This design comes from an exercise in tuning for small area, a short achievable clock period and few clock cycles per item on the open sky130 flow, not from production work.
The RTL was checked by simulation tests, not by an equivalence proof against the original design.

$ cat flow/design.v
package lmsnt_pkg;
  localparam int DATA_WIDTH   = 16;   
  localparam int WEIGHT_WIDTH = 24;   
  localparam int RATE_WIDTH   = 16;   
  localparam int DATA_FRAC    = 8;
  localparam int WEIGHT_FRAC  = 16;
  localparam int RATE_FRAC    = 16;
  localparam int G_WIDTH     = RATE_WIDTH + DATA_WIDTH + 2;
  localparam int MCAND_WIDTH = (G_WIDTH > WEIGHT_WIDTH) ? G_WIDTH : WEIGHT_WIDTH;
  localparam int PROD_WIDTH  = MCAND_WIDTH + DATA_WIDTH;
  localparam int ACC_WIDTH   = PROD_WIDTH + 2;
  localparam int UPD_WIDTH   = PROD_WIDTH + 1;
  localparam int WSH = RATE_FRAC + DATA_FRAC + DATA_FRAC - WEIGHT_FRAC;
  localparam int BSH = RATE_FRAC + DATA_FRAC - WEIGHT_FRAC;
  localparam int CFG_INDEX_WIDTH = 2;
  localparam int CFG_DATA_WIDTH  = WEIGHT_WIDTH;
  localparam logic [CFG_INDEX_WIDTH-1:0] REG_LEARN_RATE = 2'd0;
  localparam logic [CFG_INDEX_WIDTH-1:0] REG_INIT_W1    = 2'd1;
  localparam logic [CFG_INDEX_WIDTH-1:0] REG_INIT_W2    = 2'd2;
  localparam logic [CFG_INDEX_WIDTH-1:0] REG_INIT_BIAS  = 2'd3;
  localparam logic [RATE_WIDTH-1:0] RATE_RESET = 16'd16384;   
  localparam logic [1:0] OP_PREDICT = 2'd0;
  localparam logic [1:0] OP_TRAIN   = 2'd1;
  localparam logic [1:0] OP_RELOAD  = 2'd2;
  localparam logic signed [ACC_WIDTH-1:0] DATA_HI =
    {{(ACC_WIDTH-DATA_WIDTH+1){1'b0}}, {(DATA_WIDTH-1){1'b1}}};
  localparam logic signed [ACC_WIDTH-1:0] DATA_LO =
    {{(ACC_WIDTH-DATA_WIDTH+1){1'b1}}, {(DATA_WIDTH-1){1'b0}}};
  localparam logic signed [UPD_WIDTH-1:0] WGT_HI =
    {{(UPD_WIDTH-WEIGHT_WIDTH+1){1'b0}}, {(WEIGHT_WIDTH-1){1'b1}}};
  localparam logic signed [UPD_WIDTH-1:0] WGT_LO =
    {{(UPD_WIDTH-WEIGHT_WIDTH+1){1'b1}}, {(WEIGHT_WIDTH-1){1'b0}}};
  typedef struct packed {
    logic [1:0]                   op;
    logic signed [DATA_WIDTH-1:0] first_input;
    logic signed [DATA_WIDTH-1:0] second_input;
    logic signed [DATA_WIDTH-1:0] target_value;
  } sample_t;
  typedef struct packed {
    logic signed [DATA_WIDTH-1:0]   prediction;
    logic signed [DATA_WIDTH-1:0]   error_value;
    logic signed [WEIGHT_WIDTH-1:0] weight_one_now;
    logic signed [WEIGHT_WIDTH-1:0] weight_two_now;
    logic signed [WEIGHT_WIDTH-1:0] bias_now;
    logic                           saturated_flag;
  } result_t;
  typedef struct packed {
    logic busy;
    logic done;
  } mul_stat_t;
  typedef enum logic [3:0] {
    ST_IDLE,
    ST_MUL_W1,
    ST_MUL_W2,
    ST_ROUND,
    ST_ERROR,
    ST_MUL_G,
    ST_MUL_D1,
    ST_UPD_W1,
    ST_MUL_D2,
    ST_UPD_W2,
    ST_RND_B,
    ST_UPD_B,
    ST_EMIT
  } state_t;
  typedef struct packed {
    logic signed [DATA_WIDTH-1:0] value;
    logic                         clipped;
  } data_clip_t;
  typedef struct packed {
    logic signed [WEIGHT_WIDTH-1:0] value;
    logic                           clipped;
  } weight_clip_t;
endpackage
module lmsnt_serial_mul (
  input  logic [7:0] one,
  input  logic [7:0] two,
  input  logic [7:0] ng,
  input  logic [31:0] m,
  input  logic [40:0] a,
  output logic [47:0] s,
  output logic [47:0] c
);
  logic [32:0] pp0;
  logic [32:0] pp1;
  logic [32:0] pp2;
  logic [32:0] pp3;
  logic [32:0] pp4;
  logic [32:0] pp5;
  logic [32:0] pp6;
  logic [32:0] pp7;
  logic [33:0] mx;
  assign mx = {m[31], m, 1'b0};
  assign pp0 = ({33{one[0]}} & mx[33:1] | {33{two[0]}} & mx[32:0]) ^ {33{ng[0]}};
  assign pp1 = ({33{one[1]}} & mx[33:1] | {33{two[1]}} & mx[32:0]) ^ {33{ng[1]}};
  assign pp2 = ({33{one[2]}} & mx[33:1] | {33{two[2]}} & mx[32:0]) ^ {33{ng[2]}};
  assign pp3 = ({33{one[3]}} & mx[33:1] | {33{two[3]}} & mx[32:0]) ^ {33{ng[3]}};
  assign pp4 = ({33{one[4]}} & mx[33:1] | {33{two[4]}} & mx[32:0]) ^ {33{ng[4]}};
  assign pp5 = ({33{one[5]}} & mx[33:1] | {33{two[5]}} & mx[32:0]) ^ {33{ng[5]}};
  assign pp6 = ({33{one[6]}} & mx[33:1] | {33{two[6]}} & mx[32:0]) ^ {33{ng[6]}};
  assign pp7 = ({33{one[7]}} & mx[33:1] | {33{two[7]}} & mx[32:0]) ^ {33{ng[7]}};
  logic t1, t2, t3, t4, t5, t6, t7, t8, t9, t10, t11, t12, t13, t14, t15, t16, t17, t18, t19, t20, t21, t22, t23, t24, t25, t26, t27, t28, t29, t30, t31, t32, t33, t34, t35, t36, t37, t38, t39, t40, t41, t42, t43, t44, t45, t46, t47, t48, t49, t50, t51, t52, t53, t54, t55, t56, t57, t58, t59, t60, t61, t62, t63, t64, t65, t66, t67, t68, t69, t70, t71, t72, t73, t74, t75, t76, t77, t78, t79, t80, t81, t82, t83, t84, t85, t86, t87, t88, t89, t90, t91, t92, t93, t94, t95, t96, t97, t98, t99, t100, t101, t102, t103, t104, t105, t106, t107, t108, t109, t110, t111, t112, t113, t114, t115, t116, t117, t118, t119, t120, t121, t122, t123, t124, t125, t126, t127, t128, t129, t130, t131, t132, t133, t134, t135, t136, t137, t138, t139, t140, t141, t142, t143, t144, t145, t146, t147, t148, t149, t150, t151, t152, t153, t154, t155, t156, t157, t158, t159, t160, t161, t162, t163, t164, t165, t166, t167, t168, t169, t170, t171, t172, t173, t174, t175, t176, t177, t178, t179, t180, t181, t182, t183, t184, t185, t186, t187, t188, t189, t190, t191, t192, t193, t194, t195, t196, t197, t198, t199, t200, t201, t202, t203, t204, t205, t206, t207, t208, t209, t210, t211, t212, t213, t214, t215, t216, t217, t218, t219, t220, t221, t222, t223, t224, t225, t226, t227, t228, t229, t230, t231, t232, t233, t234, t235, t236, t237, t238, t239, t240, t241, t242, t243, t244, t245, t246, t247, t248, t249, t250, t251, t252, t253, t254, t255, t256, t257, t258, t259, t260, t261, t262, t263, t264, t265, t266, t267, t268, t269, t270, t271, t272, t273, t274, t275, t276, t277, t278, t279, t280, t281, t282, t283, t284, t285, t286, t287, t288, t289, t290, t291, t292, t293, t294, t295, t296, t297, t298, t299, t300, t301, t302, t303, t304, t305, t306, t307, t308, t309, t310, t311, t312, t313, t314, t315, t316, t317, t318, t319, t320, t321, t322, t323, t324, t325, t326, t327, t328, t329, t330, t331, t332, t333, t334, t335, t336, t337, t338, t339, t340, t341, t342, t343, t344, t345, t346, t347, t348, t349, t350, t351, t352, t353, t354, t355, t356, t357, t358, t359, t360, t361, t362, t363, t364, t365, t366, t367, t368, t369, t370, t371, t372, t373, t374, t375, t376, t377, t378, t379, t380, t381, t382, t383, t384, t385, t386, t387, t388, t389, t390, t391, t392, t393, t394, t395, t396, t397, t398, t399, t400, t401, t402, t403, t404, t405, t406, t407, t408, t409, t410, t411, t412, t413, t414, t415, t416, t417, t418, t419, t420, t421, t422, t423, t424, t425, t426, t427, t428, t429, t430, t431, t432, t433, t434, t435, t436, t437, t438, t439, t440, t441, t442, t443, t444, t445, t446, t447, t448, t449, t450, t451, t452, t453, t454, t455, t456, t457, t458, t459, t460, t461, t462, t463, t464, t465, t466, t467, t468, t469, t470, t471, t472, t473, t474, t475, t476, t477, t478, t479, t480, t481, t482, t483, t484, t485, t486, t487, t488, t489, t490, t491, t492;
  assign t1 = a[8] ^ ng[4];
  assign t2 = a[8] & ng[4];
  assign t3 = a[9] ^ pp0[9];
  assign t4 = a[9] & pp0[9];
  assign t5 = a[10] ^ ng[5] ^ pp0[10];
  assign t6 = (a[10] & ng[5]) | (a[10] & pp0[10]) | (ng[5] & pp0[10]);
  assign t7 = pp1[8] ^ pp2[6];
  assign t8 = pp1[8] & pp2[6];
  assign t9 = a[11] ^ pp0[11] ^ pp1[9];
  assign t10 = (a[11] & pp0[11]) | (a[11] & pp1[9]) | (pp0[11] & pp1[9]);
  assign t11 = pp2[7] ^ pp3[5];
  assign t12 = pp2[7] & pp3[5];
  assign t13 = a[12] ^ ng[6] ^ pp0[12];
  assign t14 = (a[12] & ng[6]) | (a[12] & pp0[12]) | (ng[6] & pp0[12]);
  assign t15 = pp1[10] ^ pp2[8] ^ pp3[6];
  assign t16 = (pp1[10] & pp2[8]) | (pp1[10] & pp3[6]) | (pp2[8] & pp3[6]);
  assign t17 = pp4[4] ^ pp5[2];
  assign t18 = pp4[4] & pp5[2];
  assign t19 = a[13] ^ pp0[13] ^ pp1[11];
  assign t20 = (a[13] & pp0[13]) | (a[13] & pp1[11]) | (pp0[13] & pp1[11]);
  assign t21 = pp2[9] ^ pp3[7] ^ pp4[5];
  assign t22 = (pp2[9] & pp3[7]) | (pp2[9] & pp4[5]) | (pp3[7] & pp4[5]);
  assign t23 = pp5[3] ^ pp6[1];
  assign t24 = pp5[3] & pp6[1];
  assign t25 = a[14] ^ pp0[14] ^ pp1[12];
  assign t26 = (a[14] & pp0[14]) | (a[14] & pp1[12]) | (pp0[14] & pp1[12]);
  assign t27 = pp2[10] ^ pp3[8] ^ pp4[6];
  assign t28 = (pp2[10] & pp3[8]) | (pp2[10] & pp4[6]) | (pp3[8] & pp4[6]);
  assign t29 = pp5[4] ^ pp6[2] ^ pp7[0];
  assign t30 = (pp5[4] & pp6[2]) | (pp5[4] & pp7[0]) | (pp6[2] & pp7[0]);
  assign t31 = a[15] ^ pp0[15] ^ pp1[13];
  assign t32 = (a[15] & pp0[15]) | (a[15] & pp1[13]) | (pp0[15] & pp1[13]);
  assign t33 = pp2[11] ^ pp3[9] ^ pp4[7];
  assign t34 = (pp2[11] & pp3[9]) | (pp2[11] & pp4[7]) | (pp3[9] & pp4[7]);
  assign t35 = pp5[5] ^ pp6[3] ^ pp7[1];
  assign t36 = (pp5[5] & pp6[3]) | (pp5[5] & pp7[1]) | (pp6[3] & pp7[1]);
  assign t37 = a[16] ^ pp0[16] ^ pp1[14];
  assign t38 = (a[16] & pp0[16]) | (a[16] & pp1[14]) | (pp0[16] & pp1[14]);
  assign t39 = pp2[12] ^ pp3[10] ^ pp4[8];
  assign t40 = (pp2[12] & pp3[10]) | (pp2[12] & pp4[8]) | (pp3[10] & pp4[8]);
  assign t41 = pp5[6] ^ pp6[4] ^ pp7[2];
  assign t42 = (pp5[6] & pp6[4]) | (pp5[6] & pp7[2]) | (pp6[4] & pp7[2]);
  assign t43 = a[17] ^ pp0[17] ^ pp1[15];
  assign t44 = (a[17] & pp0[17]) | (a[17] & pp1[15]) | (pp0[17] & pp1[15]);
  assign t45 = pp2[13] ^ pp3[11] ^ pp4[9];
  assign t46 = (pp2[13] & pp3[11]) | (pp2[13] & pp4[9]) | (pp3[11] & pp4[9]);
  assign t47 = pp5[7] ^ pp6[5] ^ pp7[3];
  assign t48 = (pp5[7] & pp6[5]) | (pp5[7] & pp7[3]) | (pp6[5] & pp7[3]);
  assign t49 = a[18] ^ pp0[18] ^ pp1[16];
  assign t50 = (a[18] & pp0[18]) | (a[18] & pp1[16]) | (pp0[18] & pp1[16]);
  assign t51 = pp2[14] ^ pp3[12] ^ pp4[10];
  assign t52 = (pp2[14] & pp3[12]) | (pp2[14] & pp4[10]) | (pp3[12] & pp4[10]);
  assign t53 = pp5[8] ^ pp6[6] ^ pp7[4];
  assign t54 = (pp5[8] & pp6[6]) | (pp5[8] & pp7[4]) | (pp6[6] & pp7[4]);
  assign t55 = a[19] ^ pp0[19] ^ pp1[17];
  assign t56 = (a[19] & pp0[19]) | (a[19] & pp1[17]) | (pp0[19] & pp1[17]);
  assign t57 = pp2[15] ^ pp3[13] ^ pp4[11];
  assign t58 = (pp2[15] & pp3[13]) | (pp2[15] & pp4[11]) | (pp3[13] & pp4[11]);
  assign t59 = pp5[9] ^ pp6[7] ^ pp7[5];
  assign t60 = (pp5[9] & pp6[7]) | (pp5[9] & pp7[5]) | (pp6[7] & pp7[5]);
  assign t61 = a[20] ^ pp0[20] ^ pp1[18];
  assign t62 = (a[20] & pp0[20]) | (a[20] & pp1[18]) | (pp0[20] & pp1[18]);
  assign t63 = pp2[16] ^ pp3[14] ^ pp4[12];
  assign t64 = (pp2[16] & pp3[14]) | (pp2[16] & pp4[12]) | (pp3[14] & pp4[12]);
  assign t65 = pp5[10] ^ pp6[8] ^ pp7[6];
  assign t66 = (pp5[10] & pp6[8]) | (pp5[10] & pp7[6]) | (pp6[8] & pp7[6]);
  assign t67 = a[21] ^ pp0[21] ^ pp1[19];
  assign t68 = (a[21] & pp0[21]) | (a[21] & pp1[19]) | (pp0[21] & pp1[19]);
  assign t69 = pp2[17] ^ pp3[15] ^ pp4[13];
  assign t70 = (pp2[17] & pp3[15]) | (pp2[17] & pp4[13]) | (pp3[15] & pp4[13]);
  assign t71 = pp5[11] ^ pp6[9] ^ pp7[7];
  assign t72 = (pp5[11] & pp6[9]) | (pp5[11] & pp7[7]) | (pp6[9] & pp7[7]);
  assign t73 = a[22] ^ pp0[22] ^ pp1[20];
  assign t74 = (a[22] & pp0[22]) | (a[22] & pp1[20]) | (pp0[22] & pp1[20]);
  assign t75 = pp2[18] ^ pp3[16] ^ pp4[14];
  assign t76 = (pp2[18] & pp3[16]) | (pp2[18] & pp4[14]) | (pp3[16] & pp4[14]);
  assign t77 = pp5[12] ^ pp6[10] ^ pp7[8];
  assign t78 = (pp5[12] & pp6[10]) | (pp5[12] & pp7[8]) | (pp6[10] & pp7[8]);
  assign t79 = a[23] ^ pp0[23] ^ pp1[21];
  assign t80 = (a[23] & pp0[23]) | (a[23] & pp1[21]) | (pp0[23] & pp1[21]);
  assign t81 = pp2[19] ^ pp3[17] ^ pp4[15];
  assign t82 = (pp2[19] & pp3[17]) | (pp2[19] & pp4[15]) | (pp3[17] & pp4[15]);
  assign t83 = pp5[13] ^ pp6[11] ^ pp7[9];
  assign t84 = (pp5[13] & pp6[11]) | (pp5[13] & pp7[9]) | (pp6[11] & pp7[9]);
  assign t85 = a[24] ^ pp0[24] ^ pp1[22];
  assign t86 = (a[24] & pp0[24]) | (a[24] & pp1[22]) | (pp0[24] & pp1[22]);
  assign t87 = pp2[20] ^ pp3[18] ^ pp4[16];
  assign t88 = (pp2[20] & pp3[18]) | (pp2[20] & pp4[16]) | (pp3[18] & pp4[16]);
  assign t89 = pp5[14] ^ pp6[12] ^ pp7[10];
  assign t90 = (pp5[14] & pp6[12]) | (pp5[14] & pp7[10]) | (pp6[12] & pp7[10]);
  assign t91 = a[25] ^ pp0[25] ^ pp1[23];
  assign t92 = (a[25] & pp0[25]) | (a[25] & pp1[23]) | (pp0[25] & pp1[23]);
  assign t93 = pp2[21] ^ pp3[19] ^ pp4[17];
  assign t94 = (pp2[21] & pp3[19]) | (pp2[21] & pp4[17]) | (pp3[19] & pp4[17]);
  assign t95 = pp5[15] ^ pp6[13] ^ pp7[11];
  assign t96 = (pp5[15] & pp6[13]) | (pp5[15] & pp7[11]) | (pp6[13] & pp7[11]);
  assign t97 = a[26] ^ pp0[26] ^ pp1[24];
  assign t98 = (a[26] & pp0[26]) | (a[26] & pp1[24]) | (pp0[26] & pp1[24]);
  assign t99 = pp2[22] ^ pp3[20] ^ pp4[18];
  assign t100 = (pp2[22] & pp3[20]) | (pp2[22] & pp4[18]) | (pp3[20] & pp4[18]);
  assign t101 = pp5[16] ^ pp6[14] ^ pp7[12];
  assign t102 = (pp5[16] & pp6[14]) | (pp5[16] & pp7[12]) | (pp6[14] & pp7[12]);
  assign t103 = a[27] ^ pp0[27] ^ pp1[25];
  assign t104 = (a[27] & pp0[27]) | (a[27] & pp1[25]) | (pp0[27] & pp1[25]);
  assign t105 = pp2[23] ^ pp3[21] ^ pp4[19];
  assign t106 = (pp2[23] & pp3[21]) | (pp2[23] & pp4[19]) | (pp3[21] & pp4[19]);
  assign t107 = pp5[17] ^ pp6[15] ^ pp7[13];
  assign t108 = (pp5[17] & pp6[15]) | (pp5[17] & pp7[13]) | (pp6[15] & pp7[13]);
  assign t109 = a[28] ^ pp0[28] ^ pp1[26];
  assign t110 = (a[28] & pp0[28]) | (a[28] & pp1[26]) | (pp0[28] & pp1[26]);
  assign t111 = pp2[24] ^ pp3[22] ^ pp4[20];
  assign t112 = (pp2[24] & pp3[22]) | (pp2[24] & pp4[20]) | (pp3[22] & pp4[20]);
  assign t113 = pp5[18] ^ pp6[16] ^ pp7[14];
  assign t114 = (pp5[18] & pp6[16]) | (pp5[18] & pp7[14]) | (pp6[16] & pp7[14]);
  assign t115 = a[29] ^ pp0[29] ^ pp1[27];
  assign t116 = (a[29] & pp0[29]) | (a[29] & pp1[27]) | (pp0[29] & pp1[27]);
  assign t117 = pp2[25] ^ pp3[23] ^ pp4[21];
  assign t118 = (pp2[25] & pp3[23]) | (pp2[25] & pp4[21]) | (pp3[23] & pp4[21]);
  assign t119 = pp5[19] ^ pp6[17] ^ pp7[15];
  assign t120 = (pp5[19] & pp6[17]) | (pp5[19] & pp7[15]) | (pp6[17] & pp7[15]);
  assign t121 = a[30] ^ pp0[30] ^ pp1[28];
  assign t122 = (a[30] & pp0[30]) | (a[30] & pp1[28]) | (pp0[30] & pp1[28]);
  assign t123 = pp2[26] ^ pp3[24] ^ pp4[22];
  assign t124 = (pp2[26] & pp3[24]) | (pp2[26] & pp4[22]) | (pp3[24] & pp4[22]);
  assign t125 = pp5[20] ^ pp6[18] ^ pp7[16];
  assign t126 = (pp5[20] & pp6[18]) | (pp5[20] & pp7[16]) | (pp6[18] & pp7[16]);
  assign t127 = a[31] ^ pp0[31] ^ pp1[29];
  assign t128 = (a[31] & pp0[31]) | (a[31] & pp1[29]) | (pp0[31] & pp1[29]);
  assign t129 = pp2[27] ^ pp3[25] ^ pp4[23];
  assign t130 = (pp2[27] & pp3[25]) | (pp2[27] & pp4[23]) | (pp3[25] & pp4[23]);
  assign t131 = pp5[21] ^ pp6[19] ^ pp7[17];
  assign t132 = (pp5[21] & pp6[19]) | (pp5[21] & pp7[17]) | (pp6[19] & pp7[17]);
  assign t133 = a[32] ^ pp0[32] ^ pp1[30];
  assign t134 = (a[32] & pp0[32]) | (a[32] & pp1[30]) | (pp0[32] & pp1[30]);
  assign t135 = pp2[28] ^ pp3[26] ^ pp4[24];
  assign t136 = (pp2[28] & pp3[26]) | (pp2[28] & pp4[24]) | (pp3[26] & pp4[24]);
  assign t137 = pp5[22] ^ pp6[20] ^ pp7[18];
  assign t138 = (pp5[22] & pp6[20]) | (pp5[22] & pp7[18]) | (pp6[20] & pp7[18]);
  assign t139 = a[33] ^ pp0[32] ^ pp1[31];
  assign t140 = (a[33] & pp0[32]) | (a[33] & pp1[31]) | (pp0[32] & pp1[31]);
  assign t141 = pp2[29] ^ pp3[27] ^ pp4[25];
  assign t142 = (pp2[29] & pp3[27]) | (pp2[29] & pp4[25]) | (pp3[27] & pp4[25]);
  assign t143 = pp5[23] ^ pp6[21] ^ pp7[19];
  assign t144 = (pp5[23] & pp6[21]) | (pp5[23] & pp7[19]) | (pp6[21] & pp7[19]);
  assign t145 = a[34] ^ pp2[30] ^ pp3[28];
  assign t146 = (a[34] & pp2[30]) | (a[34] & pp3[28]) | (pp2[30] & pp3[28]);
  assign t147 = pp4[26] ^ pp5[24] ^ pp6[22];
  assign t148 = (pp4[26] & pp5[24]) | (pp4[26] & pp6[22]) | (pp5[24] & pp6[22]);
  assign t149 = pp7[20] ^ ~pp0[32] ^ ~pp1[32];
  assign t150 = (pp7[20] & ~pp0[32]) | (pp7[20] & ~pp1[32]) | (~pp0[32] & ~pp1[32]);
  assign t151 = 1'b1 ^ a[35] ^ pp2[31];
  assign t152 = (1'b1 & a[35]) | (1'b1 & pp2[31]) | (a[35] & pp2[31]);
  assign t153 = pp3[29] ^ pp4[27] ^ pp5[25];
  assign t154 = (pp3[29] & pp4[27]) | (pp3[29] & pp5[25]) | (pp4[27] & pp5[25]);
  assign t155 = pp6[23] ^ pp7[21];
  assign t156 = pp6[23] & pp7[21];
  assign t157 = a[36] ^ pp3[30] ^ pp4[28];
  assign t158 = (a[36] & pp3[30]) | (a[36] & pp4[28]) | (pp3[30] & pp4[28]);
  assign t159 = pp5[26] ^ pp6[24] ^ pp7[22];
  assign t160 = (pp5[26] & pp6[24]) | (pp5[26] & pp7[22]) | (pp6[24] & pp7[22]);
  assign t161 = 1'b1 ^ a[37] ^ pp3[31];
  assign t162 = (1'b1 & a[37]) | (1'b1 & pp3[31]) | (a[37] & pp3[31]);
  assign t163 = pp4[29] ^ pp5[27];
  assign t164 = pp4[29] & pp5[27];
  assign t165 = a[38] ^ pp4[30] ^ pp5[28];
  assign t166 = (a[38] & pp4[30]) | (a[38] & pp5[28]) | (pp4[30] & pp5[28]);
  assign t167 = 1'b1 ^ a[39];
  assign t168 = 1'b1 & a[39];
  assign t169 = 1'b1 ^ ~a[40];
  assign t170 = 1'b1 & ~a[40];
  assign t171 = a[4] ^ ng[2];
  assign t172 = a[4] & ng[2];
  assign t173 = a[5] ^ pp0[5];
  assign t174 = a[5] & pp0[5];
  assign t175 = a[6] ^ ng[3] ^ pp0[6];
  assign t176 = (a[6] & ng[3]) | (a[6] & pp0[6]) | (ng[3] & pp0[6]);
  assign t177 = pp1[4] ^ pp2[2];
  assign t178 = pp1[4] & pp2[2];
  assign t179 = a[7] ^ pp0[7] ^ pp1[5];
  assign t180 = (a[7] & pp0[7]) | (a[7] & pp1[5]) | (pp0[7] & pp1[5]);
  assign t181 = pp2[3] ^ pp3[1];
  assign t182 = pp2[3] & pp3[1];
  assign t183 = t1 ^ pp0[8] ^ pp1[6];
  assign t184 = (t1 & pp0[8]) | (t1 & pp1[6]) | (pp0[8] & pp1[6]);
  assign t185 = pp2[4] ^ pp3[2] ^ pp4[0];
  assign t186 = (pp2[4] & pp3[2]) | (pp2[4] & pp4[0]) | (pp3[2] & pp4[0]);
  assign t187 = t2 ^ pp1[7] ^ pp2[5];
  assign t188 = (t2 & pp1[7]) | (t2 & pp2[5]) | (pp1[7] & pp2[5]);
  assign t189 = pp3[3] ^ pp4[1] ^ t3;
  assign t190 = (pp3[3] & pp4[1]) | (pp3[3] & t3) | (pp4[1] & t3);
  assign t191 = pp3[4] ^ pp4[2] ^ pp5[0];
  assign t192 = (pp3[4] & pp4[2]) | (pp3[4] & pp5[0]) | (pp4[2] & pp5[0]);
  assign t193 = t4 ^ t7 ^ t5;
  assign t194 = (t4 & t7) | (t4 & t5) | (t7 & t5);
  assign t195 = pp4[3] ^ pp5[1] ^ t8;
  assign t196 = (pp4[3] & pp5[1]) | (pp4[3] & t8) | (pp5[1] & t8);
  assign t197 = t11 ^ t6 ^ t9;
  assign t198 = (t11 & t6) | (t11 & t9) | (t6 & t9);
  assign t199 = pp6[0] ^ t12 ^ t17;
  assign t200 = (pp6[0] & t12) | (pp6[0] & t17) | (t12 & t17);
  assign t201 = t10 ^ t13 ^ t15;
  assign t202 = (t10 & t13) | (t10 & t15) | (t13 & t15);
  assign t203 = t18 ^ t23 ^ t14;
  assign t204 = (t18 & t23) | (t18 & t14) | (t23 & t14);
  assign t205 = t16 ^ t19 ^ t21;
  assign t206 = (t16 & t19) | (t16 & t21) | (t19 & t21);
  assign t207 = t24 ^ t20 ^ t22;
  assign t208 = (t24 & t20) | (t24 & t22) | (t20 & t22);
  assign t209 = t25 ^ t27 ^ t29;
  assign t210 = (t25 & t27) | (t25 & t29) | (t27 & t29);
  assign t211 = t26 ^ t28 ^ t30;
  assign t212 = (t26 & t28) | (t26 & t30) | (t28 & t30);
  assign t213 = t31 ^ t33 ^ t35;
  assign t214 = (t31 & t33) | (t31 & t35) | (t33 & t35);
  assign t215 = t32 ^ t34 ^ t36;
  assign t216 = (t32 & t34) | (t32 & t36) | (t34 & t36);
  assign t217 = t37 ^ t39 ^ t41;
  assign t218 = (t37 & t39) | (t37 & t41) | (t39 & t41);
  assign t219 = t38 ^ t40 ^ t42;
  assign t220 = (t38 & t40) | (t38 & t42) | (t40 & t42);
  assign t221 = t43 ^ t45 ^ t47;
  assign t222 = (t43 & t45) | (t43 & t47) | (t45 & t47);
  assign t223 = t44 ^ t46 ^ t48;
  assign t224 = (t44 & t46) | (t44 & t48) | (t46 & t48);
  assign t225 = t49 ^ t51 ^ t53;
  assign t226 = (t49 & t51) | (t49 & t53) | (t51 & t53);
  assign t227 = t50 ^ t52 ^ t54;
  assign t228 = (t50 & t52) | (t50 & t54) | (t52 & t54);
  assign t229 = t55 ^ t57 ^ t59;
  assign t230 = (t55 & t57) | (t55 & t59) | (t57 & t59);
  assign t231 = t56 ^ t58 ^ t60;
  assign t232 = (t56 & t58) | (t56 & t60) | (t58 & t60);
  assign t233 = t61 ^ t63 ^ t65;
  assign t234 = (t61 & t63) | (t61 & t65) | (t63 & t65);
  assign t235 = t62 ^ t64 ^ t66;
  assign t236 = (t62 & t64) | (t62 & t66) | (t64 & t66);
  assign t237 = t67 ^ t69 ^ t71;
  assign t238 = (t67 & t69) | (t67 & t71) | (t69 & t71);
  assign t239 = t68 ^ t70 ^ t72;
  assign t240 = (t68 & t70) | (t68 & t72) | (t70 & t72);
  assign t241 = t73 ^ t75 ^ t77;
  assign t242 = (t73 & t75) | (t73 & t77) | (t75 & t77);
  assign t243 = t74 ^ t76 ^ t78;
  assign t244 = (t74 & t76) | (t74 & t78) | (t76 & t78);
  assign t245 = t79 ^ t81 ^ t83;
  assign t246 = (t79 & t81) | (t79 & t83) | (t81 & t83);
  assign t247 = t80 ^ t82 ^ t84;
  assign t248 = (t80 & t82) | (t80 & t84) | (t82 & t84);
  assign t249 = t85 ^ t87 ^ t89;
  assign t250 = (t85 & t87) | (t85 & t89) | (t87 & t89);
  assign t251 = t86 ^ t88 ^ t90;
  assign t252 = (t86 & t88) | (t86 & t90) | (t88 & t90);
  assign t253 = t91 ^ t93 ^ t95;
  assign t254 = (t91 & t93) | (t91 & t95) | (t93 & t95);
  assign t255 = t92 ^ t94 ^ t96;
  assign t256 = (t92 & t94) | (t92 & t96) | (t94 & t96);
  assign t257 = t101 ^ t97 ^ t99;
  assign t258 = (t101 & t97) | (t101 & t99) | (t97 & t99);
  assign t259 = t100 ^ t102 ^ t98;
  assign t260 = (t100 & t102) | (t100 & t98) | (t102 & t98);
  assign t261 = t103 ^ t105 ^ t107;
  assign t262 = (t103 & t105) | (t103 & t107) | (t105 & t107);
  assign t263 = t104 ^ t106 ^ t108;
  assign t264 = (t104 & t106) | (t104 & t108) | (t106 & t108);
  assign t265 = t109 ^ t111 ^ t113;
  assign t266 = (t109 & t111) | (t109 & t113) | (t111 & t113);
  assign t267 = t110 ^ t112 ^ t114;
  assign t268 = (t110 & t112) | (t110 & t114) | (t112 & t114);
  assign t269 = t115 ^ t117 ^ t119;
  assign t270 = (t115 & t117) | (t115 & t119) | (t117 & t119);
  assign t271 = t116 ^ t118 ^ t120;
  assign t272 = (t116 & t118) | (t116 & t120) | (t118 & t120);
  assign t273 = t121 ^ t123 ^ t125;
  assign t274 = (t121 & t123) | (t121 & t125) | (t123 & t125);
  assign t275 = t122 ^ t124 ^ t126;
  assign t276 = (t122 & t124) | (t122 & t126) | (t124 & t126);
  assign t277 = t127 ^ t129 ^ t131;
  assign t278 = (t127 & t129) | (t127 & t131) | (t129 & t131);
  assign t279 = t128 ^ t130 ^ t132;
  assign t280 = (t128 & t130) | (t128 & t132) | (t130 & t132);
  assign t281 = t133 ^ t135 ^ t137;
  assign t282 = (t133 & t135) | (t133 & t137) | (t135 & t137);
  assign t283 = t134 ^ t136 ^ t138;
  assign t284 = (t134 & t136) | (t134 & t138) | (t136 & t138);
  assign t285 = t139 ^ t141 ^ t143;
  assign t286 = (t139 & t141) | (t139 & t143) | (t141 & t143);
  assign t287 = t140 ^ t142 ^ t144;
  assign t288 = (t140 & t142) | (t140 & t144) | (t142 & t144);
  assign t289 = t145 ^ t147 ^ t149;
  assign t290 = (t145 & t147) | (t145 & t149) | (t147 & t149);
  assign t291 = t155 ^ t146 ^ t148;
  assign t292 = (t155 & t146) | (t155 & t148) | (t146 & t148);
  assign t293 = t150 ^ t151 ^ t153;
  assign t294 = (t150 & t151) | (t150 & t153) | (t151 & t153);
  assign t295 = ~pp2[32] ^ t156 ^ t152;
  assign t296 = (~pp2[32] & t156) | (~pp2[32] & t152) | (t156 & t152);
  assign t297 = t154 ^ t157 ^ t159;
  assign t298 = (t154 & t157) | (t154 & t159) | (t157 & t159);
  assign t299 = pp6[25] ^ pp7[23] ^ t163;
  assign t300 = (pp6[25] & pp7[23]) | (pp6[25] & t163) | (pp7[23] & t163);
  assign t301 = t158 ^ t160 ^ t161;
  assign t302 = (t158 & t160) | (t158 & t161) | (t160 & t161);
  assign t303 = pp6[26] ^ pp7[24] ^ ~pp3[32];
  assign t304 = (pp6[26] & pp7[24]) | (pp6[26] & ~pp3[32]) | (pp7[24] & ~pp3[32]);
  assign t305 = t164 ^ t162 ^ t165;
  assign t306 = (t164 & t162) | (t164 & t165) | (t162 & t165);
  assign t307 = t167 ^ pp4[31] ^ pp5[29];
  assign t308 = (t167 & pp4[31]) | (t167 & pp5[29]) | (pp4[31] & pp5[29]);
  assign t309 = pp6[27] ^ pp7[25] ^ t166;
  assign t310 = (pp6[27] & pp7[25]) | (pp6[27] & t166) | (pp7[25] & t166);
  assign t311 = t168 ^ t169 ^ pp5[30];
  assign t312 = (t168 & t169) | (t168 & pp5[30]) | (t169 & pp5[30]);
  assign t313 = pp6[28] ^ pp7[26] ^ ~pp4[32];
  assign t314 = (pp6[28] & pp7[26]) | (pp6[28] & ~pp4[32]) | (pp7[26] & ~pp4[32]);
  assign t315 = t170 ^ pp5[31] ^ pp6[29];
  assign t316 = (t170 & pp5[31]) | (t170 & pp6[29]) | (pp5[31] & pp6[29]);
  assign t317 = a[2] ^ ng[1];
  assign t318 = a[2] & ng[1];
  assign t319 = a[3] ^ pp0[3];
  assign t320 = a[3] & pp0[3];
  assign t321 = t171 ^ pp0[4] ^ pp1[2];
  assign t322 = (t171 & pp0[4]) | (t171 & pp1[2]) | (pp0[4] & pp1[2]);
  assign t323 = t172 ^ pp1[3] ^ pp2[1];
  assign t324 = (t172 & pp1[3]) | (t172 & pp2[1]) | (pp1[3] & pp2[1]);
  assign t325 = pp3[0] ^ t174 ^ t177;
  assign t326 = (pp3[0] & t174) | (pp3[0] & t177) | (t174 & t177);
  assign t327 = t178 ^ t181 ^ t176;
  assign t328 = (t178 & t181) | (t178 & t176) | (t181 & t176);
  assign t329 = t182 ^ t180 ^ t183;
  assign t330 = (t182 & t180) | (t182 & t183) | (t180 & t183);
  assign t331 = t184 ^ t186 ^ t187;
  assign t332 = (t184 & t186) | (t184 & t187) | (t186 & t187);
  assign t333 = t188 ^ t191 ^ t190;
  assign t334 = (t188 & t191) | (t188 & t190) | (t191 & t190);
  assign t335 = t192 ^ t195 ^ t194;
  assign t336 = (t192 & t195) | (t192 & t194) | (t195 & t194);
  assign t337 = t196 ^ t199 ^ t198;
  assign t338 = (t196 & t199) | (t196 & t198) | (t199 & t198);
  assign t339 = t200 ^ t202 ^ t203;
  assign t340 = (t200 & t202) | (t200 & t203) | (t202 & t203);
  assign t341 = t204 ^ t206 ^ t207;
  assign t342 = (t204 & t206) | (t204 & t207) | (t206 & t207);
  assign t343 = t208 ^ t210 ^ t211;
  assign t344 = (t208 & t210) | (t208 & t211) | (t210 & t211);
  assign t345 = t212 ^ t214 ^ t215;
  assign t346 = (t212 & t214) | (t212 & t215) | (t214 & t215);
  assign t347 = t216 ^ t218 ^ t219;
  assign t348 = (t216 & t218) | (t216 & t219) | (t218 & t219);
  assign t349 = t220 ^ t222 ^ t223;
  assign t350 = (t220 & t222) | (t220 & t223) | (t222 & t223);
  assign t351 = t224 ^ t226 ^ t227;
  assign t352 = (t224 & t226) | (t224 & t227) | (t226 & t227);
  assign t353 = t228 ^ t230 ^ t231;
  assign t354 = (t228 & t230) | (t228 & t231) | (t230 & t231);
  assign t355 = t232 ^ t234 ^ t235;
  assign t356 = (t232 & t234) | (t232 & t235) | (t234 & t235);
  assign t357 = t236 ^ t238 ^ t239;
  assign t358 = (t236 & t238) | (t236 & t239) | (t238 & t239);
  assign t359 = t240 ^ t242 ^ t243;
  assign t360 = (t240 & t242) | (t240 & t243) | (t242 & t243);
  assign t361 = t244 ^ t246 ^ t247;
  assign t362 = (t244 & t246) | (t244 & t247) | (t246 & t247);
  assign t363 = t248 ^ t250 ^ t251;
  assign t364 = (t248 & t250) | (t248 & t251) | (t250 & t251);
  assign t365 = t252 ^ t254 ^ t255;
  assign t366 = (t252 & t254) | (t252 & t255) | (t254 & t255);
  assign t367 = t256 ^ t258 ^ t259;
  assign t368 = (t256 & t258) | (t256 & t259) | (t258 & t259);
  assign t369 = t260 ^ t262 ^ t263;
  assign t370 = (t260 & t262) | (t260 & t263) | (t262 & t263);
  assign t371 = t264 ^ t266 ^ t267;
  assign t372 = (t264 & t266) | (t264 & t267) | (t266 & t267);
  assign t373 = t268 ^ t270 ^ t271;
  assign t374 = (t268 & t270) | (t268 & t271) | (t270 & t271);
  assign t375 = t272 ^ t274 ^ t275;
  assign t376 = (t272 & t274) | (t272 & t275) | (t274 & t275);
  assign t377 = t276 ^ t278 ^ t279;
  assign t378 = (t276 & t278) | (t276 & t279) | (t278 & t279);
  assign t379 = t280 ^ t282 ^ t283;
  assign t380 = (t280 & t282) | (t280 & t283) | (t282 & t283);
  assign t381 = t284 ^ t286 ^ t287;
  assign t382 = (t284 & t286) | (t284 & t287) | (t286 & t287);
  assign t383 = t288 ^ t290 ^ t291;
  assign t384 = (t288 & t290) | (t288 & t291) | (t290 & t291);
  assign t385 = t292 ^ t294 ^ t295;
  assign t386 = (t292 & t294) | (t292 & t295) | (t294 & t295);
  assign t387 = t299 ^ t296 ^ t298;
  assign t388 = (t299 & t296) | (t299 & t298) | (t296 & t298);
  assign t389 = t303 ^ t300 ^ t302;
  assign t390 = (t303 & t300) | (t303 & t302) | (t300 & t302);
  assign t391 = t304 ^ t307 ^ t306;
  assign t392 = (t304 & t307) | (t304 & t306) | (t307 & t306);
  assign t393 = t308 ^ t311 ^ t313;
  assign t394 = (t308 & t311) | (t308 & t313) | (t311 & t313);
  assign t395 = pp7[27] ^ t312 ^ t314;
  assign t396 = (pp7[27] & t312) | (pp7[27] & t314) | (t312 & t314);
  assign t397 = pp6[30] ^ pp7[28] ^ ~pp5[32];
  assign t398 = (pp6[30] & pp7[28]) | (pp6[30] & ~pp5[32]) | (pp7[28] & ~pp5[32]);
  assign t399 = 1'b1 ^ pp6[31];
  assign t400 = 1'b1 & pp6[31];
  assign t401 = a[0] ^ ng[0];
  assign t402 = a[0] & ng[0];
  assign t403 = a[1] ^ pp0[1];
  assign t404 = a[1] & pp0[1];
  assign t405 = t317 ^ pp0[2] ^ pp1[0];
  assign t406 = (t317 & pp0[2]) | (t317 & pp1[0]) | (pp0[2] & pp1[0]);
  assign t407 = t318 ^ pp1[1] ^ t319;
  assign t408 = (t318 & pp1[1]) | (t318 & t319) | (pp1[1] & t319);
  assign t409 = pp2[0] ^ t320 ^ t321;
  assign t410 = (pp2[0] & t320) | (pp2[0] & t321) | (t320 & t321);
  assign t411 = t173 ^ t322 ^ t323;
  assign t412 = (t173 & t322) | (t173 & t323) | (t322 & t323);
  assign t413 = t324 ^ t175 ^ t325;
  assign t414 = (t324 & t175) | (t324 & t325) | (t175 & t325);
  assign t415 = t179 ^ t326 ^ t327;
  assign t416 = (t179 & t326) | (t179 & t327) | (t326 & t327);
  assign t417 = t185 ^ t328 ^ t329;
  assign t418 = (t185 & t328) | (t185 & t329) | (t328 & t329);
  assign t419 = t189 ^ t330 ^ t331;
  assign t420 = (t189 & t330) | (t189 & t331) | (t330 & t331);
  assign t421 = t332 ^ t193 ^ t333;
  assign t422 = (t332 & t193) | (t332 & t333) | (t193 & t333);
  assign t423 = t197 ^ t334 ^ t335;
  assign t424 = (t197 & t334) | (t197 & t335) | (t334 & t335);
  assign t425 = t201 ^ t336 ^ t337;
  assign t426 = (t201 & t336) | (t201 & t337) | (t336 & t337);
  assign t427 = t205 ^ t338 ^ t339;
  assign t428 = (t205 & t338) | (t205 & t339) | (t338 & t339);
  assign t429 = t209 ^ t340 ^ t341;
  assign t430 = (t209 & t340) | (t209 & t341) | (t340 & t341);
  assign t431 = t213 ^ t342 ^ t343;
  assign t432 = (t213 & t342) | (t213 & t343) | (t342 & t343);
  assign t433 = t217 ^ t344 ^ t345;
  assign t434 = (t217 & t344) | (t217 & t345) | (t344 & t345);
  assign t435 = t221 ^ t346 ^ t347;
  assign t436 = (t221 & t346) | (t221 & t347) | (t346 & t347);
  assign t437 = t225 ^ t348 ^ t349;
  assign t438 = (t225 & t348) | (t225 & t349) | (t348 & t349);
  assign t439 = t229 ^ t350 ^ t351;
  assign t440 = (t229 & t350) | (t229 & t351) | (t350 & t351);
  assign t441 = t233 ^ t352 ^ t353;
  assign t442 = (t233 & t352) | (t233 & t353) | (t352 & t353);
  assign t443 = t237 ^ t354 ^ t355;
  assign t444 = (t237 & t354) | (t237 & t355) | (t354 & t355);
  assign t445 = t241 ^ t356 ^ t357;
  assign t446 = (t241 & t356) | (t241 & t357) | (t356 & t357);
  assign t447 = t245 ^ t358 ^ t359;
  assign t448 = (t245 & t358) | (t245 & t359) | (t358 & t359);
  assign t449 = t249 ^ t360 ^ t361;
  assign t450 = (t249 & t360) | (t249 & t361) | (t360 & t361);
  assign t451 = t253 ^ t362 ^ t363;
  assign t452 = (t253 & t362) | (t253 & t363) | (t362 & t363);
  assign t453 = t257 ^ t364 ^ t365;
  assign t454 = (t257 & t364) | (t257 & t365) | (t364 & t365);
  assign t455 = t261 ^ t366 ^ t367;
  assign t456 = (t261 & t366) | (t261 & t367) | (t366 & t367);
  assign t457 = t265 ^ t368 ^ t369;
  assign t458 = (t265 & t368) | (t265 & t369) | (t368 & t369);
  assign t459 = t269 ^ t370 ^ t371;
  assign t460 = (t269 & t370) | (t269 & t371) | (t370 & t371);
  assign t461 = t273 ^ t372 ^ t373;
  assign t462 = (t273 & t372) | (t273 & t373) | (t372 & t373);
  assign t463 = t277 ^ t374 ^ t375;
  assign t464 = (t277 & t374) | (t277 & t375) | (t374 & t375);
  assign t465 = t281 ^ t376 ^ t377;
  assign t466 = (t281 & t376) | (t281 & t377) | (t376 & t377);
  assign t467 = t285 ^ t378 ^ t379;
  assign t468 = (t285 & t378) | (t285 & t379) | (t378 & t379);
  assign t469 = t289 ^ t380 ^ t381;
  assign t470 = (t289 & t380) | (t289 & t381) | (t380 & t381);
  assign t471 = t293 ^ t382 ^ t383;
  assign t472 = (t293 & t382) | (t293 & t383) | (t382 & t383);
  assign t473 = t297 ^ t384 ^ t385;
  assign t474 = (t297 & t384) | (t297 & t385) | (t384 & t385);
  assign t475 = t301 ^ t386 ^ t387;
  assign t476 = (t301 & t386) | (t301 & t387) | (t386 & t387);
  assign t477 = t305 ^ t388 ^ t389;
  assign t478 = (t305 & t388) | (t305 & t389) | (t388 & t389);
  assign t479 = t309 ^ t390 ^ t391;
  assign t480 = (t309 & t390) | (t309 & t391) | (t390 & t391);
  assign t481 = t310 ^ t393 ^ t392;
  assign t482 = (t310 & t393) | (t310 & t392) | (t393 & t392);
  assign t483 = t315 ^ t394 ^ t395;
  assign t484 = (t315 & t394) | (t315 & t395) | (t394 & t395);
  assign t485 = t316 ^ t397 ^ t396;
  assign t486 = (t316 & t397) | (t316 & t396) | (t397 & t396);
  assign t487 = pp7[29] ^ t399 ^ t398;
  assign t488 = (pp7[29] & t399) | (pp7[29] & t398) | (t399 & t398);
  assign t489 = pp7[30] ^ ~pp6[32] ^ t400;
  assign t490 = (pp7[30] & ~pp6[32]) | (pp7[30] & t400) | (~pp6[32] & t400);
  assign t491 = 1'b1 ^ pp7[31];
  assign t492 = 1'b1 & pp7[31];
  assign s = {1'b1, ~pp7[32], t491, t489, t487, t484, t483, t481, t478, t476, t474, t472, t470, t468, t466, t464, t462, t460, t458, t456, t454, t452, t450, t448, t446, t444, t442, t440, t438, t436, t434, t432, t430, t428, t426, t424, t422, t420, t418, t416, t414, t412, t410, t408, t406, t404, t402, t401};
  assign c = {1'b0, t492, t490, t488, t486, t485, t482, t480, t479, t477, t475, t473, t471, t469, t467, t465, t463, t461, t459, t457, t455, t453, t451, t449, t447, t445, t443, t441, t439, t437, t435, t433, t431, t429, t427, t425, t423, t421, t419, t417, t415, t413, t411, t409, t407, t405, t403, pp0[0]};
endmodule
module lms_two_input_neuron_trainer
(
  input  logic         clk,
  input  logic         rst,
  input  logic         sample_valid,
  output logic         sample_ready,
  input  logic [49:0]  sample,
  output logic         result_valid,
  input  logic         result_ready,
  output logic [104:0] result,
  input  logic         cfg_write,
  input  logic [1:0]   cfg_index,
  input  logic [23:0]  cfg_data
);
  function automatic [23:0] benc(input logic [15:0] y);
    logic [16:0] yy;
    logic [7:0]  one, two, ng;
    yy = {y, 1'b0};
    for (int i = 0; i < 8; i++) begin
      one[i] = yy[2*i+1] ^ yy[2*i];
      two[i] = (yy[2*i+2] & ~yy[2*i+1] & ~yy[2*i]) | (~yy[2*i+2] & yy[2*i+1] & yy[2*i]);
      ng[i]  = yy[2*i+2];
    end
    benc = {ng, two, one};
  endfunction
  function automatic [16:0] clip16(input logic [25:0] v);
    if (!v[25] && (v[24:15] != 10'h000))      clip16 = {16'h7fff, 1'b1};
    else if (v[25] && (v[24:15] != 10'h3ff))  clip16 = {16'h8000, 1'b1};
    else                                      clip16 = {v[15:0], 1'b0};
  endfunction
  function automatic [24:0] clip24(input logic [32:0] v);
    if (!v[32] && (v[31:23] != 9'h000))       clip24 = {24'h7fffff, 1'b1};
    else if (v[32] && (v[31:23] != 9'h1ff))   clip24 = {24'h800000, 1'b1};
    else                                      clip24 = {v[23:0], 1'b0};
  endfunction
  logic [1:0]  op;
  assign op = sample[49:48];
  logic e, p1, p2, p3, p4, p5, r1;
  logic [15:0] rate;
  logic [23:0] init_w1, init_w2, init_b;
  logic [23:0] w1, w2, b;
  logic [15:0] x1, x2;
  logic [15:0] tgt;
  logic        trn_q;
  logic [23:0] code_r;
  logic [31:0] m_r;
  logic [40:0] a_r;
  logic [15:0] pred_q, err_q;
  logic        sat_q;
  logic slot_free;
  assign slot_free = !result_valid || result_ready;
  logic rfin, fin, take;
  assign rfin = r1 && slot_free;
  assign fin  = (p2 && !trn_q) || p5 || rfin;
  assign sample_ready = e || fin;
  assign take = sample_valid && sample_ready;
  logic [47:0] ps, pc, p;
  lmsnt_serial_mul u_mul (
    .one (code_r[7:0]),
    .two (code_r[15:8]),
    .ng  (code_r[23:16]),
    .m   (m_r),
    .a   (a_r),
    .s   (ps),
    .c   (pc)
  );
  logic        cl;
  logic [31:0] pl;
  logic [15:0] u0, u1, ph;
  assign {cl, pl} = {1'b0, ps[31:0]} + {1'b0, pc[31:0]};
  assign u0 = ps[47:32] + pc[47:32];
  assign u1 = ps[47:32] + pc[47:32] + 16'd1;
  assign ph = cl ? u1 : u0;
  assign p  = {ph, pl};
  logic inr_p, inr_w;
  assign inr_p = cl ? (pl[31] ? (&u1) : ~(|u1)) : (pl[31] ? (&u0) : ~(|u0));
  assign inr_w = cl ? ((&u1[15:6]) | ~(|u1[15:6])) : ((&u0[15:6]) | ~(|u0[15:6]));
  logic [25:0] tn, fs, fc;
  logic        dcl;
  logic [31:0] dl;
  logic [9:0]  dh0, dh1, dh;
  assign tn = ~{{10{tgt[15]}}, tgt};
  assign fs = ps[41:16] ^ pc[41:16] ^ tn;
  assign fc = (ps[41:16] & pc[41:16]) | (ps[41:16] & tn) | (pc[41:16] & tn);
  assign {dcl, dl} = {1'b0, fs[15:0], ps[15:0]} + {1'b0, fc[14:0], 1'b1, pc[15:0]};
  assign dh0 = fs[25:16] + fc[24:15];
  assign dh1 = fs[25:16] + fc[24:15] + 10'd1;
  assign dh  = dcl ? dh1 : dh0;
  logic inr_d;
  assign inr_d = dcl ? (dl[31] ? (&dh1) : ~(|dh1)) : (dl[31] ? (&dh0) : ~(|dh0));
  logic [16:0] pclip, dclip, epos, eneg, eclip;
  logic [17:0] ehi, elo;
  assign pclip = inr_p ? {pl[31:16], 1'b0} : (ph[15] ? {16'h8000, 1'b1} : {16'h7fff, 1'b1});
  assign dclip = inr_d ? {dl[31:16], 1'b0} : (dh[9]  ? {16'h8000, 1'b1} : {16'h7fff, 1'b1});
  assign ehi   = 18'sd32767 - {{2{tgt[15]}}, tgt};
  assign elo   = -18'sd32768 - {{2{tgt[15]}}, tgt};
  assign epos  = clip16({{8{ehi[17]}}, ehi});
  assign eneg  = clip16({{8{elo[17]}}, elo});
  always_comb begin
    if (!inr_p && !ph[15]) eclip = epos;
    else if (!inr_p)       eclip = eneg;
    else                   eclip = dclip;
  end
  logic [24:0] wclip, bclip;
  logic [33:0] bsum;
  assign wclip = inr_w ? {p[38:15], 1'b0} : (ph[15] ? {24'h800000, 1'b1} : {24'h7fffff, 1'b1});
  assign bsum  = {{3{b[23]}}, b, 7'h3f} - {{2{m_r[31]}}, m_r};
  assign bclip = clip24({{6{bsum[33]}}, bsum[33:7]});
  logic [23:0] w1_nx, b_nx;
  assign w1_nx = r1 ? init_w1 : w1;
  assign b_nx  = r1 ? init_b  : b;
  logic [24:0] b1;
  assign b1 = {b_nx[23], b_nx} + 25'd128 + {23'd0, sample[47]} * 25'd64 + {23'd0, sample[31]} * 25'd64;
  always_ff @(posedge clk) begin
    if (rst) begin
      e            <= 1'b1;
      p1           <= 1'b0;
      p2           <= 1'b0;
      p3           <= 1'b0;
      p4           <= 1'b0;
      p5           <= 1'b0;
      r1           <= 1'b0;
      result_valid <= 1'b0;
      rate         <= 16'd16384;
      init_w1      <= '0;
      init_w2      <= '0;
      init_b       <= '0;
      w1           <= '0;
      w2           <= '0;
      b            <= '0;
    end else begin
      e  <= (e || fin) && !sample_valid;
      p1 <= (p1 && !slot_free) || (take && op != 2'd2);
      r1 <= (r1 && !slot_free) || (take && op == 2'd2);
      p2 <= p1 && slot_free;
      p3 <= p2 && trn_q;
      p4 <= p3;
      p5 <= p4;
      if (fin)               result_valid <= 1'b1;
      else if (result_ready) result_valid <= 1'b0;
      if (cfg_write) begin
        case (cfg_index)
          2'd0: rate <= cfg_data[15:0];
          2'd1: init_w1 <= cfg_data;
          2'd2: init_w2 <= cfg_data;
          default: init_b <= cfg_data;
        endcase
      end
      if (rfin) begin
        w1 <= init_w1;
        w2 <= init_w2;
        b  <= init_b;
      end
      if (p4) begin
        w1 <= wclip[24:1];
        b  <= bclip[24:1];
      end
      if (p5) w2 <= wclip[24:1];
    end
  end
  logic [15:0] y_nx;
  logic        neg_nx;
  always_comb begin
    y_nx   = x2;
    neg_nx = 1'b0;
    if (take) begin
      y_nx = sample[47:32];
    end else if (p2) begin
      y_nx = {1'b0, rate[15:1]};
    end else if (p3) begin
      y_nx   = x1;
      neg_nx = 1'b1;
    end else if (p4) begin
      neg_nx = 1'b1;
    end
  end
  always_ff @(posedge clk) begin
    if (take || (p1 && slot_free) || p2 || p3 || p4) begin
      code_r <= benc(y_nx) ^ {{8{neg_nx}}, 16'h0000};
    end
    if (take) begin
      x1     <= sample[47:32];
      x2     <= sample[31:16];
      tgt    <= sample[15:0];
      trn_q  <= (op == 2'd1);
      m_r    <= {{8{w1_nx[23]}}, w1_nx};
      a_r    <= {{8{b1[24]}}, b1, 8'h00};
    end else if (p1 && slot_free) begin
      m_r    <= {{8{w2[23]}}, w2};
      a_r    <= p[40:0];
    end else if (p2) begin
      m_r    <= {{15{eclip[16]}}, eclip[16:1], 1'b0};
      a_r    <= rate[0] ? {{25{eclip[16]}}, eclip[16:1]} : '0;
    end else if (p3) begin
      m_r    <= p[31:0];
      a_r    <= {{2{w1[23]}}, w1, ~x1[15], 14'h3fff};
    end else if (p4) begin
      a_r    <= {{2{w2[23]}}, w2, ~x2[15], 14'h3fff};
    end
    if (rfin) begin
      pred_q <= '0;
      err_q  <= '0;
      sat_q  <= 1'b0;
    end
    if (p2) begin
      pred_q <= pclip[16:1];
      err_q  <= eclip[16:1];
      sat_q  <= pclip[0] | eclip[0];
    end
    if (p4) sat_q <= sat_q | wclip[0] | bclip[0];
    if (p5) sat_q <= sat_q | wclip[0];
  end
  assign result = {pred_q, err_q, w1, w2, b, sat_q};
endmodule
$ cat flow/run.sh
#!/bin/bash
# synth_recipe.tcl (not shown) runs the flow's synth.tcl, then flattens the netlist and writes it again
# the make line also repeats each setting of config.mk as NAME=value (left out here)
make -C /OpenROAD-flow-scripts/flow DESIGN_CONFIG=/design/flow/config.mk WORK_HOME=/design/flow/orfs CLKGATE_MAP_FILE= SYNTH_SCRIPT=/design/flow/synth_recipe.tcl finish
$ cat flow/config.mk
export PLATFORM = sky130hd
export DESIGN_NAME = lms_two_input_neuron_trainer
export DESIGN_NICKNAME = lms_two_input_neuron_trainer
export VERILOG_FILES = /design/flow/design.v
export SDC_FILE = /design/flow/constraint.sdc
export NUM_CORES = 4
export LEC_CHECK = 0
export ABC_AREA = 1
export CAP_MARGIN = 5
export CORE_MARGIN = 2
export CORE_UTILIZATION = 60
export SETUP_SLACK_MARGIN = 0.4
export SLEW_MARGIN = 5
$ cat flow/constraint.sdc
create_clock -name core_clock -period 7.5 [get_ports {clk}]
set_input_delay 1.5000 -clock core_clock [delete_from_list [all_inputs] [get_ports {clk}]]
set_output_delay 1.5000 -clock core_clock [all_outputs]
set_load 0.01 [all_outputs]
==> metrics.md, run 1 <==
| Metric | Value |
|---|---|
| Vias per cell | `6.19` |
| Antenna violations before repair | `5` |
| Vias in the first global route | `30900` |
| Ports | `188` |
| Critical Path Sink Type | `flop` |
| Tmin final | `7.02 ns` |
| Synthesized Nets | `4882` |
| Most common cell after layout, fill and taps aside | `nand2_1` |
| Synth Area in Compound Gates | `17.9%` |
| Hpwl dp | `98900 um` |
| Main combinational cell family by area after synthesis | `adder cells` |
| Post-route DRC | `0` |
| Hold Path Depth | `2` |
| Fin crit share | `93.5%` |
| Die extent in y | `241 um` |
| Drt wl/cell | `24.2 um` |
| Max Buffers Root-to-Sink | `3` |
| Startpoint Class | `flop` |
| Reg2reg path depth | `21` |
| Num CTS Buffers | `40` |
| Final setup viols | `0` |
| Worst-Margin Slew | `1.39 ns` |
| H-tree levels | `2` |
| CP Max Fanout | `16` |
| Drt total wl | `130000 um` |
| Worst-skew pair later-pin latency | `0.61 ns` |
| Syn-to-layout area delta | `16.2%` |
| Hold Path Class | `flop to flop` |
| Ys flop type | `dfxtp_1` |
| Iter 0 DRT Violations | `4259` |
| Synthesized instance count | `4423` |
| EDFF count, synth | `171` |
| Cell repeated most along the worst path | `fa_1` |
| Critical-path cell list | `clkinv_2 > buf_4 > o22ai_1 > xor2_1 > fa_1 > inv_1 > fa_1 > fa_1 > fa_1 > ha_1 > a21oi_1 > o21ai_0 > a21oi_1 > nand2_1 > nand4_1 > nand2_2 > buf_4 > o21ai_0 > o21ai_0 > a21oi_1 > nor2_1` |
| Critical path's largest stage delay | `0.97 ns` |
| Worst path slowest cell | `o21ai_0` |
| Maxcap violations | `0` |
| GRT Util Overall | `43.7%` |
| Relative slew slack | `7.25%` |
| CTS hold repair buffers | `0` |
| Fillers | `4683` |
| Vias | `33300` |
| Simple-gate portion of the synthesized area | `16.7%` |
| Worst Hold End | `init_w2[4]` |
| Syn Area/Cell | `7.63 um2` |
| Critical path class | `flop to flop` |
| Clk slew on worst S/H paths | `0.06 ns` |
| Placement Setup Slack | `-0.0252 ns` |
| # nets final | `5052` |
| Synth Area in Adders | `19.7%` |
| Multi-input logic area | `22000 um2` |
| Clk_skew | `0.0379 ns` |
| Core area | `55300 um2` |
| CTS tree | `yes` |
| Post-DRT Antenna Nets | `0` |
| GP Congestion | `1.04` |
| Slew Limit Fails | `0` |
| Die ar. | `58100 um2` |
| PortBufs | `187` |
| Yosys warnings | `1` |
| Die Wd | `241 um` |
| Multiplexer share of the synthesized area | `0.0890%` |
| Starting Density | `61.0%` |
| Worst r2r dst | `w2[22]` |
| Largest net degree at the start of global routing | `86` |
| Run status | `finished clean` |
| Total grt overflow | `0` |
| # rows | `86` |
| R2R Setup Slk | `0.48 ns` |
| Sequential Area | `8660 um2` |
| Root Driver | `clkbuf_16` |
| Final worst slack | `0.485 ns` |
| Hold Crit Start | `init_w2[4]` |
| Synth async-reset ratio | `0%` |
| First-pass GRT wire length | `188000 um` |
| Synth Area in XOR/XNOR | `9.14%` |
| DRT Pass-1 Iters | `9` |
| RSZ-0062 raised after global routing | `yes` |
| #FFs+latches synth | `347` |
| Hold Violations, Final | `0` |
| Share of cells above drive strength 1 | `11.1%` |
| Sequential fraction of the synthesis area | `25.7%` |
| Critical R2R Launch | `m_r[11]` |
| Syn Std Cell Area | `33700 um2` |
| F_max | `143 MHz` |
| Fin Hold WS | `0.455 ns` |
| # clock sinks | `347` |
| Commonest non-fill, non-tap cells in the layout | `nand2_1, inv_1, o21ai_0, xor2_1, a21oi_1` |
| Post-synth cell types | `57` |
| CP arrival | `7.48 ns` |
| WP data required | `7.97 ns` |
[critical path, delay by kind of cell, from the launching register on]
kind | cells | cell delay (ns)
AO/OA/AOI/OAI | 7 | 2.49
XOR/XNOR | 1 | 0.11
adder cells (fa/ha/maj) | 5 | 2.48
buffers and inverters | 4 | 0.93
flip-flops | 1 | 0.34
AND/OR/NAND/NOR | 4 | 0.47
[state kept, by name, summed over array words and instances (netlist names), 16 cells and up]
register and flops:
w1 24, x2 16, m_r 32, pred_q 16, b 24, err_q 16, rate 16, init_w2 24
x1 16, tgt 16, init_b 24, init_w1 24, w2 24, code_r 24, a_r 41
[synthesized netlist by cell type (8+ instances only)]
master	number	area, um2
ha_1	123	1540
clkinv_1	30	113
a21oi_1	274	1370
o21ai_0	342	1710
edfxtp_1	171	5130
o211ai_1	13	97.6
nand4_1	38	238
nand2_2	27	169
inv_1	655	2460
o22ai_1	273	1710
inv_2	18	67.6
nand3_2	12	120
o31ai_1	8	60.1
buf_1	47	176
nor3_1	35	175
dfxtp_1	176	3520
fa_1	255	5100
nand2_1	782	2940
a31oi_1	31	194
nor2_1	236	886
xnor2_1	42	368
nand3_1	150	751
a211oi_1	10	75.1
nor4_1	8	50.1
nor2_2	9	56.3
clkbuf_1	183	687
a221oi_1	18	158
xor2_1	308	2700
buf_2	11	55.1
or2_2	14	87.6
a21o_1	8	60.1
o311ai_0	13	114
o21ai_1	37	185
[cells by family (layout without fill, tap and decap cells)]
family / after synthesis / after routing
xor gates and xnor gates: 351 / 351
AOI/OAI and AO/OA: 1062 / 1062
and+or+nand+nor: 1329 / 1331
DFF: 347 / 347
adders and majority gates: 378 / 378
buffers and inverters: 953 / 1153
other: 0 / 3
muxes: 3 / 3
[layer usage]
metal	global-route usage (%)	vias to the layer above	wire length [um]
met5	0	-	25
met4	28.4	4	9990
met3	13.3	502	17200
met2	65.1	2244	55600
met1	55.2	15700	47100
li1	-	14900	-
[cell type report]
type                    count  area share (%)
flip-flops and latches    347            22.1
multi-input cells        3125            56.2
repair inverters            1          0.0128
inverters                 705            6.97
clock inverters            19           0.463
repair buffers            373            9.01
well taps                 748            2.39
diodes                      3          0.0191
clock buffers              55            2.87
[metrics by stage]
| step | instances | cell area, um2 | setup TNS, ns | util (%) |
|---|---|---|---|---|
| floorplan | 4423 | 33700 | 0 | - |
| global placement | 5260 | 36800 | 0 | 66.6 |
| detailed placement | 5260 | 36800 | -0.0252 | 66.6 |
| CTS | 5334 | 38300 | 0 | 69.2 |
| global route | 5373 | 39200 | 0 | 70.9 |
| finish | 5376 | 39200 | 0 | 70.9 |
[worst max-delay path by stage]
stage          startpoint  endpoint  slack, ns  cells past startpoint
2_1_floorplan  code_r[20]   a_r[32]       0.75                     36
3_3_place_gp      m_r[26]   m_r[15]       0.12                     33
3_5_place_dp      m_r[26]   m_r[15]      -0.03                     33
4_1_cts        code_r[14]    m_r[5]       0.41                     30
5_1_grt         code_r[0]   a_r[13]       0.31                     38
6_report          m_r[11]    w2[22]       0.48                     21
[repair_timing]
| item | 4_1_cts | 5_1_grt |
|---|---|---|
| buffers inserted | 0 | 36 |
| cloned | 0 | 3 |
| resized for setup | 37 | 182 |
| pin swaps | 1 | 34 |
| setup endpoints to repair | 86 | 136 |
Testbench counts, summed over its fixed seeds: cycles 13,626, items 3,200.
==> run 2, diff against run 1 <==
--- a/flow/config.mk
+++ b/flow/config.mk
@@ -9,5 +9,5 @@
 export CAP_MARGIN = 5
 export CORE_MARGIN = 2
 export CORE_UTILIZATION = 60
-export SETUP_SLACK_MARGIN = 0.4
+export SETUP_SLACK_MARGIN = 1.0
 export SLEW_MARGIN = 5
==> metrics.md, run 2 <==
| Metric | Value |
|---|---|
| Iter 0 DRT Violations | `4550` |
| Final setup viols | `0` |
| Syn Std Cell Area | `33700 um2` |
| Yosys warnings | `1` |
| # nets final | `5159` |
| Max reg flops | `41` |
| Critical R2R Launch | `code_r[11]` |
| Core area | `55300 um2` |
| Top-count cell post-synth | `nand2_1` |
| Commonest non-fill, non-tap cells in the layout | `nand2_1, inv_1, o21ai_0, xor2_1, a21oi_1` |
| Clk slew on worst S/H paths | `0.07 ns` |
| DR WL met3 | `19500 um` |
| Largest net degree at the start of global routing | `76` |
| Die Wd | `241 um` |
| Hold Path Depth | `2` |
| Syn-to-layout area delta | `25.2%` |
| Antenna violations before repair | `7` |
| WP data required | `7.85 ns` |
| Ports | `188` |
| Vias | `34800` |
| Critical path's largest stage delay | `0.63 ns` |
| Fin crit share | `95.0%` |
| Sequential fraction of the synthesis area | `25.7%` |
| Max Buffers Root-to-Sink | `3` |
| Synthesized instance count | `4423` |
| Hpwl dp | `99300 um` |
| Root Driver | `clkbuf_16` |
| Synth area leader | `edfxtp_1` |
| Synth async-reset ratio | `0%` |
| Vias per cell | `6.35` |
| Setup TNS | `0 ns` |
| Drt wl/cell | `25.6 um` |
| Top cells by count, synth | `nand2_1, inv_1, o21ai_0, xor2_1, a21oi_1` |
| GRT Util Overall | `44.9%` |
| DRT Pass-1 Iters | `8` |
| Worst r2r dst | `m_r[7]` |
| Worst Hold End | `init_w2[7]` |
| # rows | `86` |
| Run status | `finished clean` |
| Tmin final | `7.12 ns` |
| Reg2reg path depth | `34` |
| R2R Setup Slk | `0.38 ns` |
| Syn Area/Cell | `7.63 um2` |
| Ys flop type | `dfxtp_1` |
| GP Congestion | `1.09` |
| CTS hold repair buffers | `0` |
| Post-route DRC | `0` |
| Fillers | `4163` |
| Hold Path Class | `flop to flop` |
| Share of cells above drive strength 1 | `19.3%` |
| Total grt overflow | `0` |
| Drt total wl | `140000 um` |
| EDFF count, synth | `171` |
| Highest metal used | `met5` |
| Num CTS Buffers | `40` |
| Synthesized Nets | `4882` |
| Worst path slowest cell | `fa_2` |
| CP Max Fanout | `7` |
| Critical path class | `flop to flop` |
| Startpoint Class | `flop` |
| Cells after DPL | `5254` |
| Vias in the first global route | `31400` |
| DRT met1 WL | `49600 um` |
| Biggest regs | `a_r: 41 flops, m_r: 32 flops` |
| Non-Filler Instances | `5481` |
| Critical Path Sink Type | `flop` |
| Clk_skew | `0.0517 ns` |
| Worst-Margin Slew | `1.40 ns` |
| WL met2 | `58000 um` |
run 2: cell counts after synthesis:
Identical to the previous run, type by type.
run 2: how the worst max path moves through the flow:
stage                    start  endpoint  slack [ns]  cells after the start
finish              code_r[11]    m_r[7]        0.38                     34
global route        code_r[11]    m_r[7]        0.16                     36
CTS                 code_r[11]   a_r[38]        0.85                     36
detailed placement  code_r[10]   a_r[37]        0.13                     35
global placement    code_r[10]   a_r[37]        0.23                     35
floorplan              m_r[22]   a_r[32]        1.00                     37
run 2: through the flow:
stage	worst slack [ns]	utilization (%)	area, um2	hold slack, ns
global route	0.158	76.3	42200	0.473
global placement	0.226	66.4	36700	0.440
finish	0.378	76.4	42200	0.458
detailed placement	0.132	66.4	36700	0.448
CTS	0.853	71.4	39500	0.458
floorplan	1.00	-	33700	0.429
run 2: critical path, delay by kind of cell (launching register included):
family          cells  cell delay (ns)
xor+xnor            2             0.52
compound gates      2             0.36
flops               1             0.45
buf+inv             7             0.79
simple gates       16             1.78
fa+ha+maj           7             2.98
run 2: cells by family (layout without fill, tap and decap cells):
logic type | after synthesis | after routing | synth area share, %
simple gates | 1329 | 1334 | 16.7
compound gates | 1062 | 1063 | 17.9
buf+inv | 953 | 1253 | 10.8
fa+ha+maj | 378 | 378 | 19.7
xor+xnor | 351 | 351 | 9.14
flops | 347 | 347 | 25.7
mux | 3 | 3 | 0.0890
other cells | 0 | 4 | 0
run 2: layout make-up:
type / instances / area [um2] / area share, %
repair buffers: 474 / 4750 / 11.2
inverters: 705 / 2840 / 6.72
multi-input cells: 3129 / 23700 / 56.2
flip-flops and latches: 347 / 8660 / 20.5
clock inverters: 17 / 191 / 0.453
well taps: 748 / 936 / 2.22
clock buffers: 54 / 1080 / 2.57
repair inverters: 3 / 22.5 / 0.0533
diodes: 4 / 10.0 / 0.0237
run 2: repair_timing:
| action | in CTS | in global routing |
|---|---|---|
| gates resized for setup | 277 | 447 |
| setup endpoints to repair | 151 | 153 |
| pin swaps | 58 | 114 |
| buffers inserted | 43 | 88 |
| cloned | 9 | 12 |
run 2: layer usage:
metal	vias to the layer above	track usage [%]
met2	2602	65.1
met3	743	14.1
met1	16300	56.8
met4	8	31.9
li1	15100	-
met5	-	0

==> separate check: timing with driven ports <==
Ports are ideal in the flow. The routed layouts listed here were re-timed in OpenROAD. Step 1: set_driving_cell puts a clkbuf_16 on clk and a buf_2 on each other input, an assumption about the parent block. Step 2 moves the port delays by t, midway between the first and last clock arrival at a register: inputs arrive t later, outputs are due t later. That takes back most of the time a late clock gives input paths. a / b / c = ideal ports / drivers / drivers and shift; a / b = the first two.
| run | shift t [ns] | setup WS [ns] | hold WS [ns] | slew at the worst register clock pin (ns) |
|---|---|---|---|---|
| run 1 | 0.656 | 0.485 / 0.485 / 0.485 | 0.455 / 0.455 / 0.455 | 0.07 / 0.07 |
| run 2 | 0.639 | 0.378 / 0.378 / 0.378 | 0.458 / 0.458 / 0.458 | 0.07 / 0.07 |
After both steps every run listed still meets setup and hold.
